What follows belongs to an exercise in optimizing a design on an open flow for small area, a short achievable clock period and few clock cycles; a production flow would make more cautious choices. RTL that was checked went through simulation tests only; none was proved equivalent to the original. Power figures rest on the tool's default switching activity, not on a simulated workload.

## 09-28
==> module pooling_unit, before the edit <==
module pooling_unit #(
  parameter  int IL       = 4,
  parameter  int FL       = 16,
  parameter  int CHANNELS = 4,
  parameter  int MAX_LEN  = 16,
  localparam int LEN_W    = pooling_pkg::len_width(MAX_LEN),
  localparam int ACC_W    = pooling_pkg::acc_width(IL, FL, MAX_LEN),
  localparam int DW       = IL + FL
) (
  input  logic                 clk,
  input  logic                 rst,
  input  logic                 start,
  input  logic                 mode,
  input  logic [LEN_W-1:0]     len_cfg,
  input  logic [CHANNELS*DW-1:0] in_data,
  input  logic                 in_valid,
  output logic                 in_ready,
  output logic [CHANNELS*DW-1:0] out_data,
  output logic                 out_valid,
  input  logic                 out_ready,
  output logic                 busy
);
  localparam int SW     = DW + 4;                
  localparam int LO     = 12;                    
  localparam int NSTEP  = 1;                     
  localparam int NDIV   = DW / (2 * NSTEP);      
  logic             st_acc, st_fix, st_div, st_cor, st_out, st_busy;
  logic             mode_q, one_q;
  logic [3:0]       lm1_q;                       
  logic [5:0]       n1_q, n3_q;                  
  logic [3:0]       cnt_q;
  logic [LEN_W-1:0] len_clamped;
  logic             start_ok, beat, last_beat, last_div;
  logic [SW-1:0]         acc_q  [CHANNELS];
  logic                  cy_q   [CHANNELS];    
  logic                  neg_q  [CHANNELS];
  logic                  xr_q   [CHANNELS];    
  logic [3:0]            r_in   [CHANNELS];
  logic [DW-1:0]         x      [CHANNELS];
  logic [LO:0]           sum_lo [CHANNELS];
  logic [SW-LO-1:0]      sum_hi [CHANNELS];
  logic [DW-1:0]         xg     [CHANNELS];
  logic [DW-1:0]         q_new  [CHANNELS];
  logic                  cl_q   [CHANNELS];    
  logic                  cor    [CHANNELS];
  logic                  gt     [CHANNELS];
  logic [2*NSTEP-1:0]    d_in   [CHANNELS];
  logic [3:0]            r_nxt  [CHANNELS];
  logic [2*NSTEP-1:0]    q_nxt  [CHANNELS];
  assign in_ready  = st_acc;
  assign out_valid = st_out;
  assign busy      = st_busy;
  always_comb begin
    len_clamped = (len_cfg > LEN_W'(MAX_LEN)) ? LEN_W'(MAX_LEN) : len_cfg;
    start_ok    = start && !st_busy;
    beat        = in_valid && st_acc;
    last_beat   = beat && (cnt_q == '0);
    last_div    = st_div && (cnt_q == '0);
  end
  for (genvar g = 0; g < CHANNELS; g++) begin : g_lane
    always_comb begin
      x[g]      = in_data[g*DW +: DW];
      xg[g]     = x[g] & {DW{st_acc}};
      sum_lo[g] = {1'b0, acc_q[g][LO-1:0]} + (st_cor ? (LO+1)'(cl_q[g]) : {1'b0, x[g][LO-1:0]});
      sum_hi[g] = acc_q[g][SW-1:LO] + {{(SW-DW){xg[g][DW-1]}}, xg[g][DW-1:LO]}
                + (SW-LO)'(cy_q[g]);
      q_new[g]  = {acc_q[g][DW-2*NSTEP-1:0], q_nxt[g] ^ {(2*NSTEP){neg_q[g]}}};
      cor[g]    = neg_q[g] && (r_nxt[g] != lm1_q);
      gt[g]     = {~x[g][DW-1], x[g][DW-2:0]} > {~acc_q[g][DW-1], acc_q[g][DW-2:0]};
      d_in[g]   = acc_q[g][DW-1 -: 2*NSTEP] ^ {(2*NSTEP){neg_q[g]}};
      r_in[g]   = acc_q[g][SW-1:DW] ^ {(SW-DW){xr_q[g]}};
    end
    pool_divider #(
      .NSTEP(NSTEP)
    ) u_div (
      .r_in (r_in[g]),
      .d_in (d_in[g]),
      .n1   (n1_q),
      .n3   (n3_q),
      .r_out(r_nxt[g]),
      .q_out(q_nxt[g])
    );
    always_ff @(posedge clk) begin
      if (start_ok) begin
        acc_q[g] <= '0;
        acc_q[g][DW-1] <= mode && (len_clamped != '0);
        cy_q[g]  <= 1'b0;
        cl_q[g]  <= 1'b0;
      end else if (beat) begin
        if (!mode_q) begin
          acc_q[g] <= {sum_hi[g], sum_lo[g][LO-1:0]};
          cy_q[g]  <= sum_lo[g][LO];
        end else if (gt[g]) begin
          acc_q[g][DW-1:0] <= x[g];
        end
      end else if (st_fix) begin
        acc_q[g][SW-1:LO] <= sum_hi[g];
        neg_q[g] <= sum_hi[g][SW-LO-1];
        xr_q[g]  <= sum_hi[g][SW-LO-1];
      end else if (st_div) begin
        acc_q[g] <= {r_nxt[g], q_new[g]};
        xr_q[g]  <= 1'b0;
        cl_q[g]  <= cor[g];
        cy_q[g]  <= cor[g] && (&q_new[g][LO-1:0]);
      end else if (st_cor) begin
        acc_q[g][DW-1:0] <= {sum_hi[g][DW-LO-1:0], sum_lo[g][LO-1:0]};
        cl_q[g]  <= 1'b0;
      end
    end
    assign out_data[g*DW +: DW] = acc_q[g][DW-1:0];
  end
  always_ff @(posedge clk) begin
    if (rst) begin
      st_acc  <= 1'b0;
      st_fix  <= 1'b0;
      st_div  <= 1'b0;
      st_cor  <= 1'b0;
      st_out  <= 1'b0;
      st_busy <= 1'b0;
    end else begin
      if (start_ok) begin
        st_busy <= 1'b1;
        st_acc  <= (len_clamped != '0);
        st_out  <= (len_clamped == '0);
      end
      if (last_beat) begin
        st_acc <= 1'b0;
        if (!mode_q && !one_q) st_fix <= 1'b1;
        else st_out <= 1'b1;
      end
      if (st_fix) begin
        st_fix <= 1'b0;
        st_div <= 1'b1;
      end
      if (last_div) begin
        st_div <= 1'b0;
        st_cor <= 1'b1;
      end
      if (st_cor) begin
        st_cor <= 1'b0;
        st_out <= 1'b1;
      end
      if (st_out && out_ready) begin
        st_out  <= 1'b0;
        st_busy <= 1'b0;
      end
    end
  end
  always_ff @(posedge clk) begin
    if (start_ok) begin
      mode_q <= mode;
      one_q  <= (len_clamped == LEN_W'(1));
      lm1_q  <= 4'(len_clamped - LEN_W'(1));
      n1_q   <= 6'(7'd64 - 7'(len_clamped));
      n3_q   <= 6'(8'd192 - 8'(len_clamped) * 8'd3);
      cnt_q  <= 4'(len_clamped - LEN_W'(1));
    end else if (last_beat) begin
      cnt_q  <= 4'(NDIV - 1);
    end else if (beat || st_div) begin
      cnt_q  <= cnt_q - 4'd1;
    end
  end
endmodule
Settings: LEC_CHECK=0, CAP_MARGIN=20, CORE_MARGIN=2, CORE_UTILIZATION=40, SETUP_SLACK_MARGIN=2.7, SLEW_MARGIN=20; clock period 6.0 ns.
standard.sh (not shown) runs the stock make flow with config.mk's settings and CLKGATE_MAP_FILE= SYNTH_SCRIPT=/design/flow/synth_recipe.tcl, a recipe that flattens the netlist after the stock synthesis.
==> flow/flow/run.sh <==
#!/bin/bash
# The standard layout, with the port buffers made of plain buffers
# (sky130_fd_sc_hd__buf_2) instead of the delay cells buffer_ports picks.
set -euo pipefail
export BUFFER_PORTS_ARGS="-buffer_cell sky130_fd_sc_hd__buf_2"
bash standard.sh > standard.log 2>&1
Testbench counts of 09-28, summed over its fixed seeds: cycles 12,707.
--- input diff 09-28..02-08 ---
diff --git a/flow/design.v b/flow/design.v
--- a/flow/design.v
+++ b/flow/design.v
@@ -95,9 +95,9 @@
   logic [LO:0]           sum_lo [CHANNELS];
   logic [SW-LO-1:0]      sum_hi [CHANNELS];
   logic [DW-1:0]         xg     [CHANNELS];
   logic [DW-1:0]         q_new  [CHANNELS];
-  logic                  cl_q   [CHANNELS];    
+  logic                  cin_hi [CHANNELS];
   logic                  cor    [CHANNELS];
   logic                  gt     [CHANNELS];
   logic [2*NSTEP-1:0]    d_in   [CHANNELS];
   logic [3:0]            r_nxt  [CHANNELS];
@@ -115,13 +115,14 @@
   for (genvar g = 0; g < CHANNELS; g++) begin : g_lane
     always_comb begin
       x[g]      = in_data[g*DW +: DW];
       xg[g]     = x[g] & {DW{st_acc}};
-      sum_lo[g] = {1'b0, acc_q[g][LO-1:0]} + (st_cor ? (LO+1)'(cl_q[g]) : {1'b0, x[g][LO-1:0]});
+      cor[g]    = neg_q[g] && (acc_q[g][SW-1:DW] != lm1_q);
+      sum_lo[g] = {1'b0, acc_q[g][LO-1:0]} + (st_cor ? (LO+1)'(cor[g]) : {1'b0, x[g][LO-1:0]});
+      cin_hi[g] = st_cor ? (cor[g] && (&acc_q[g][LO-1:0])) : cy_q[g];
       sum_hi[g] = acc_q[g][SW-1:LO] + {{(SW-DW){xg[g][DW-1]}}, xg[g][DW-1:LO]}
-                + (SW-LO)'(cy_q[g]);
+                + (SW-LO)'(cin_hi[g]);
       q_new[g]  = {acc_q[g][DW-2*NSTEP-1:0], q_nxt[g] ^ {(2*NSTEP){neg_q[g]}}};
-      cor[g]    = neg_q[g] && (r_nxt[g] != lm1_q);
       gt[g]     = {~x[g][DW-1], x[g][DW-2:0]} > {~acc_q[g][DW-1], acc_q[g][DW-2:0]};
       d_in[g]   = acc_q[g][DW-1 -: 2*NSTEP] ^ {(2*NSTEP){neg_q[g]}};
       r_in[g]   = acc_q[g][SW-1:DW] ^ {(SW-DW){xr_q[g]}};
     end
@@ -139,9 +140,8 @@
       if (start_ok) begin
         acc_q[g] <= '0;
         acc_q[g][DW-1] <= mode && (len_clamped != '0);
         cy_q[g]  <= 1'b0;
-        cl_q[g]  <= 1'b0;
       end else if (beat) begin
         if (!mode_q) begin
           acc_q[g] <= {sum_hi[g], sum_lo[g][LO-1:0]};
           cy_q[g]  <= sum_lo[g][LO];
@@ -154,13 +154,10 @@
         xr_q[g]  <= sum_hi[g][SW-LO-1];
       end else if (st_div) begin
         acc_q[g] <= {r_nxt[g], q_new[g]};
         xr_q[g]  <= 1'b0;
-        cl_q[g]  <= cor[g];
-        cy_q[g]  <= cor[g] && (&q_new[g][LO-1:0]);
       end else if (st_cor) begin
         acc_q[g][DW-1:0] <= {sum_hi[g][DW-LO-1:0], sum_lo[g][LO-1:0]};
-        cl_q[g]  <= 1'b0;
       end
     end
     assign out_data[g*DW +: DW] = acc_q[g][DW-1:0];
   end
Results
Instance count of the mapped netlist ends up higher on 09-28.
02-08 falls short of 09-28 in power of the clock network.
02-08 and 09-28 ended up with roughly the same portion of the layout cell area used by non-clock buffers.
02-08 | stages: all done | timing, DRC, antenna: all pass
Delta (02-08 minus 09-28): total non-filler cell area in the finished layout decreased 2.1%, area growth from synthesis to layout saw an increase.
The RTL of 02-08 was laid out without a check of its function.

========
The RTL this note starts from:
==> flow/design.v <==
package pooling_pkg;
  typedef enum logic [1:0] {
    IDLE   = 2'd0,
    ACCUM  = 2'd1,
    DIVIDE = 2'd2,
    OUT    = 2'd3
  } state_t;
  typedef enum logic {
    POOL_MEAN = 1'b0,
    POOL_MAX  = 1'b1
  } mode_t;
  function automatic integer len_width(input integer max_len);
    len_width = $clog2(max_len + 1);
  endfunction
  function automatic integer acc_width(input integer il, input integer fl, input integer max_len);
    acc_width = il + fl + len_width(max_len);
  endfunction
endpackage
module pool_divider #(
  parameter int NSTEP = 1
) (
  input  logic [3:0]         r_in,
  input  logic [2*NSTEP-1:0] d_in,
  input  logic [5:0]         n1,
  input  logic [5:0]         n3,
  output logic [3:0]         r_out,
  output logic [2*NSTEP-1:0] q_out
);
  logic [3:0] r [NSTEP+1];
  logic [5:0] z [NSTEP];
  logic [6:0] s1 [NSTEP];
  logic [5:0] s2 [NSTEP];
  logic [6:0] s3 [NSTEP];
  logic       c1 [NSTEP];
  logic       c2 [NSTEP];
  logic       c3 [NSTEP];
  always_comb begin
    r[0] = r_in;
    for (int i = 0; i < NSTEP; i++) begin
      z[i]  = {r[i], d_in[2*NSTEP-1-2*i -: 2]};
      s1[i] = {1'b0, z[i]} + {1'b0, n1};
      s2[i] = {1'b0, z[i][5:1]} + {1'b0, n1[4:0]};
      s3[i] = {1'b0, z[i]} + {1'b0, n3};
      c1[i] = s1[i][6];
      c2[i] = s2[i][5];
      c3[i] = s3[i][6];
      q_out[2*NSTEP-1-2*i -: 2] = {c2[i], c3[i] | (c1[i] & !c2[i])};
      if (c3[i])      r[i+1] = s3[i][3:0];
      else if (c2[i]) r[i+1] = {s2[i][2:0], z[i][0]};
      else if (c1[i]) r[i+1] = s1[i][3:0];
      else            r[i+1] = z[i][3:0];
    end
    r_out = r[NSTEP];
  end
endmodule
module pooling_unit #(
  parameter  int IL       = 4,
  parameter  int FL       = 16,
  parameter  int CHANNELS = 4,
  parameter  int MAX_LEN  = 16,
  localparam int LEN_W    = pooling_pkg::len_width(MAX_LEN),
  localparam int ACC_W    = pooling_pkg::acc_width(IL, FL, MAX_LEN),
  localparam int DW       = IL + FL
) (
  input  logic                 clk,
  input  logic                 rst,
  input  logic                 start,
  input  logic                 mode,
  input  logic [LEN_W-1:0]     len_cfg,
  input  logic [CHANNELS*DW-1:0] in_data,
  input  logic                 in_valid,
  output logic                 in_ready,
  output logic [CHANNELS*DW-1:0] out_data,
  output logic                 out_valid,
  input  logic                 out_ready,
  output logic                 busy
);
  localparam int SW     = DW + 4;                
  localparam int LO     = 12;                    
  localparam int NSTEP  = 1;                     
  localparam int NDIV   = DW / (2 * NSTEP);      
  logic             st_acc, st_fix, st_div, st_cor, st_cor2, st_out, st_busy;
  logic             st_first;                    
  logic             mode_q, one_q;
  logic [3:0]       lm1_q;                       
  logic [5:0]       n1_q, n3_q;                  
  logic [3:0]       cnt_q;
  logic [LEN_W-1:0] len_clamped;
  logic             start_ok, beat, last_beat, last_div, any_cor2;
  logic [SW-1:0]         acc_q  [CHANNELS];
  logic                  cy_q   [CHANNELS];    
  logic                  neg_q  [CHANNELS];
  logic [3:0]            r_in   [CHANNELS];
  logic [DW-1:0]         x      [CHANNELS];
  logic [LO:0]           sum_lo [CHANNELS];
  logic [SW-LO-1:0]      sum_hi [CHANNELS];
  logic [DW-1:0]         xg     [CHANNELS];
  logic [DW-1:0]         q_new  [CHANNELS];
  logic                  cor    [CHANNELS];
  logic                  gt     [CHANNELS];
  logic [2*NSTEP-1:0]    d_in   [CHANNELS];
  logic [3:0]            r_nxt  [CHANNELS];
  logic [2*NSTEP-1:0]    q_nxt  [CHANNELS];
  assign in_ready  = st_acc;
  assign out_valid = st_out;
  assign busy      = st_busy;
  always_comb begin
    len_clamped = (len_cfg > LEN_W'(MAX_LEN)) ? LEN_W'(MAX_LEN) : len_cfg;
    start_ok    = start && !st_busy;
    beat        = in_valid && st_acc;
    last_beat   = beat && (cnt_q == '0);
    last_div    = st_div && (cnt_q == '0);
  end
  for (genvar g = 0; g < CHANNELS; g++) begin : g_lane
    always_comb begin
      x[g]      = in_data[g*DW +: DW];
      cor[g]    = neg_q[g] && (acc_q[g][SW-1:DW] != lm1_q);
      xg[g]     = x[g] & {DW{st_acc}};
      sum_lo[g] = {1'b0, acc_q[g][LO-1:0]} + (st_cor ? (LO+1)'(1) : {1'b0, x[g][LO-1:0]});
      sum_hi[g] = acc_q[g][SW-1:LO] + {{(SW-DW){xg[g][DW-1]}}, xg[g][DW-1:LO]}
                + (SW-LO)'(cy_q[g]);
      q_new[g]  = {acc_q[g][DW-2*NSTEP-1:0], q_nxt[g] ^ {(2*NSTEP){neg_q[g]}}};
      gt[g]     = {~x[g][DW-1], x[g][DW-2:0]} > {~acc_q[g][DW-1], acc_q[g][DW-2:0]};
      d_in[g]   = acc_q[g][DW-1 -: 2*NSTEP] ^ {(2*NSTEP){neg_q[g]}};
      r_in[g]   = acc_q[g][SW-1:DW] ^ {(SW-DW){st_first && acc_q[g][SW-1]}};
    end
    pool_divider #(
      .NSTEP(NSTEP)
    ) u_div (
      .r_in (r_in[g]),
      .d_in (d_in[g]),
      .n1   (n1_q),
      .n3   (n3_q),
      .r_out(r_nxt[g]),
      .q_out(q_nxt[g])
    );
    always_ff @(posedge clk) begin
      if (start_ok) begin
        acc_q[g] <= '0;
        acc_q[g][DW-1] <= mode && (len_clamped != '0);
        cy_q[g]  <= 1'b0;
      end else if (beat) begin
        if (!mode_q) begin
          acc_q[g] <= {sum_hi[g], sum_lo[g][LO-1:0]};
          cy_q[g]  <= sum_lo[g][LO];
        end else if (gt[g]) begin
          acc_q[g][DW-1:0] <= x[g];
        end
      end else if (st_fix) begin
        acc_q[g][SW-1:LO] <= sum_hi[g];
        neg_q[g] <= sum_hi[g][SW-LO-1];
      end else if (st_div) begin
        acc_q[g] <= {r_nxt[g], q_new[g]};
      end else if (st_cor) begin
        if (cor[g]) acc_q[g][LO-1:0] <= sum_lo[g][LO-1:0];
        cy_q[g]  <= cor[g] && sum_lo[g][LO];
      end else if (st_cor2) begin
        acc_q[g][SW-1:LO] <= sum_hi[g];
      end
    end
    assign out_data[g*DW +: DW] = acc_q[g][DW-1:0];
  end
  always_comb begin
    any_cor2 = 1'b0;
    for (int c = 0; c < CHANNELS; c++) any_cor2 |= cor[c] && (&acc_q[c][LO-1:0]);
  end
  always_ff @(posedge clk) begin
    if (rst) begin
      st_acc  <= 1'b0;
      st_fix  <= 1'b0;
      st_first <= 1'b0;
      st_div  <= 1'b0;
      st_cor  <= 1'b0;
      st_cor2 <= 1'b0;
      st_out  <= 1'b0;
      st_busy <= 1'b0;
    end else begin
      if (start_ok) begin
        st_busy <= 1'b1;
        st_acc  <= (len_clamped != '0);
        st_out  <= (len_clamped == '0);
      end
      if (last_beat) begin
        st_acc <= 1'b0;
        if (!mode_q && !one_q) st_fix <= 1'b1;
        else st_out <= 1'b1;
      end
      st_first <= st_fix;
      if (st_fix) begin
        st_fix <= 1'b0;
        st_div <= 1'b1;
      end
      if (last_div) begin
        st_div <= 1'b0;
        st_cor <= 1'b1;
      end
      if (st_cor) begin
        st_cor <= 1'b0;
        if (any_cor2) st_cor2 <= 1'b1;
        else st_out <= 1'b1;
      end
      if (st_cor2) begin
        st_cor2 <= 1'b0;
        st_out  <= 1'b1;
      end
      if (st_out && out_ready) begin
        st_out  <= 1'b0;
        st_busy <= 1'b0;
      end
    end
  end
  always_ff @(posedge clk) begin
    if (start_ok) begin
      mode_q <= mode;
      one_q  <= (len_clamped == LEN_W'(1));
      lm1_q  <= 4'(len_clamped - LEN_W'(1));
      n1_q   <= 6'(7'd64 - 7'(len_clamped));
      n3_q   <= 6'(8'd192 - 8'(len_clamped) * 8'd3);
      cnt_q  <= 4'(len_clamped - LEN_W'(1));
    end else if (last_beat) begin
      cnt_q  <= 4'(NDIV - 1);
    end else if (beat || st_div) begin
      cnt_q  <= cnt_q - 4'd1;
    end
  end
endmodule
clock: 6.0 ns
lec_check: 0
cap_margin: 20
core_margin: 2
core_utilization: 40
cts_buf_list: sky130_fd_sc_hd__clkbuf_4 sky130_fd_sc_hd__clkbuf_8
setup_slack_margin: 3.0
slew_margin: 20
Scripts as last shown in full above: flow/flow/run.sh
Testbench counts at the start, summed over its fixed seeds: cycles 12,707.
Next try:
--- a/flow/design.v
+++ b/flow/design.v
@@ -78,12 +78,13 @@
   localparam int SW     = DW + 4;                
   localparam int LO     = 12;                    
   localparam int NSTEP  = 1;                     
   localparam int NDIV   = DW / (2 * NSTEP);      
-  logic             st_acc, st_fix, st_div, st_cor, st_cor2, st_out, st_busy;
+  logic             st_acc, st_fix, st_div, st_cor, st_cor2, st_out;
+  logic             st_busy;                     
   logic             st_first;                    
-  logic             mode_q, one_q;
-  logic [3:0]       lm1_q;                       
+  logic             mode_q;
+  logic [3:0]       lm1;                         
   logic [5:0]       n1_q, n3_q;                  
   logic [3:0]       cnt_q;
   logic [LEN_W-1:0] len_clamped;
   logic             start_ok, beat, last_beat, last_div, any_cor2;
@@ -102,9 +103,11 @@
   logic [3:0]            r_nxt  [CHANNELS];
   logic [2*NSTEP-1:0]    q_nxt  [CHANNELS];
   assign in_ready  = st_acc;
   assign out_valid = st_out;
+  assign st_busy   = st_acc || st_fix || st_div || st_cor || st_cor2 || st_out;
   assign busy      = st_busy;
+  assign lm1       = ~n1_q[3:0];
   always_comb begin
     len_clamped = (len_cfg > LEN_W'(MAX_LEN)) ? LEN_W'(MAX_LEN) : len_cfg;
     start_ok    = start && !st_busy;
     beat        = in_valid && st_acc;
@@ -113,9 +116,9 @@
   end
   for (genvar g = 0; g < CHANNELS; g++) begin : g_lane
     always_comb begin
       x[g]      = in_data[g*DW +: DW];
-      cor[g]    = neg_q[g] && (acc_q[g][SW-1:DW] != lm1_q);
+      cor[g]    = neg_q[g] && (acc_q[g][SW-1:DW] != lm1);
       xg[g]     = x[g] & {DW{st_acc}};
       sum_lo[g] = {1'b0, acc_q[g][LO-1:0]} + (st_cor ? (LO+1)'(1) : {1'b0, x[g][LO-1:0]});
       sum_hi[g] = acc_q[g][SW-1:LO] + {{(SW-DW){xg[g][DW-1]}}, xg[g][DW-1:LO]}
                 + (SW-LO)'(cy_q[g]);
@@ -172,18 +175,16 @@
       st_div  <= 1'b0;
       st_cor  <= 1'b0;
       st_cor2 <= 1'b0;
       st_out  <= 1'b0;
-      st_busy <= 1'b0;
     end else begin
       if (start_ok) begin
-        st_busy <= 1'b1;
         st_acc  <= (len_clamped != '0);
         st_out  <= (len_clamped == '0);
       end
       if (last_beat) begin
         st_acc <= 1'b0;
-        if (!mode_q && !one_q) st_fix <= 1'b1;
+        if (!mode_q && !(&n1_q)) st_fix <= 1'b1;
         else st_out <= 1'b1;
       end
       st_first <= st_fix;
       if (st_fix) begin
@@ -204,17 +205,14 @@
         st_out  <= 1'b1;
       end
       if (st_out && out_ready) begin
         st_out  <= 1'b0;
-        st_busy <= 1'b0;
       end
     end
   end
   always_ff @(posedge clk) begin
     if (start_ok) begin
       mode_q <= mode;
-      one_q  <= (len_clamped == LEN_W'(1));
-      lm1_q  <= 4'(len_clamped - LEN_W'(1));
       n1_q   <= 6'(7'd64 - 7'(len_clamped));
       n3_q   <= 6'(8'd192 - 8'(len_clamped) * 8'd3);
       cnt_q  <= 4'(len_clamped - LEN_W'(1));
     end else if (last_beat) begin
Outcome: Count of clock-buffer cells in the layout grows by 4. Final cell count shrinks by 0.35%. Wire length grows by 3.8%. Utilization grows by 0.20 points. Combinational power grows by 22%. Area after synthesis shrinks by 1.2%. Design area shrinks by 1.6%. Sequential share of layout area shrinks by 0.66 points. Flip-flop and latch count shrinks by 6. Critical path depth does not change.
Testbench counts after the change, summed over its fixed seeds: cycles 12,707.

==> separate check: timing with driven ports <==
The results above use ideal ports. As a check the final layouts listed here were re-extracted and re-timed, cells and wires unchanged.
Step 1, drivers: a clkbuf_16 drives clk and a buf_2 each remaining input, both assumed.
Step 2, shift: input delay + t, output delay - t, t = (earliest + latest rising clock arrival at the registers) / 2. This alone moves slack from input paths to output paths.
Three values: ideal, step 1, step 2; two values: the first two.
run	shift t [ns]	setup slack, ns	worst hold slack (ns)	slew at the worst register clock pin (ns)
09-28	0.486	2.679 / 2.679 / 2.294	0.489 / 0.489 / 0.489	0.07 / 0.07
02-08	0.489	2.123 / 2.123 / 2.068	0.505 / 0.505 / 0.505	0.07 / 0.07
the first run of note 2	0.520	3.009 / 3.033 / 2.513	0.465 / 0.465 / 0.465	0.09 / 0.09
the second run of note 2	0.524	2.956 / 2.962 / 2.439	0.478 / 0.478 / 0.478	0.09 / 0.09
After both steps setup and hold are still met in every run listed. For the second run of note 2, which loses most, drivers alone change the setup slack by +0.006 ns; drivers and shift together by -0.517 ns.
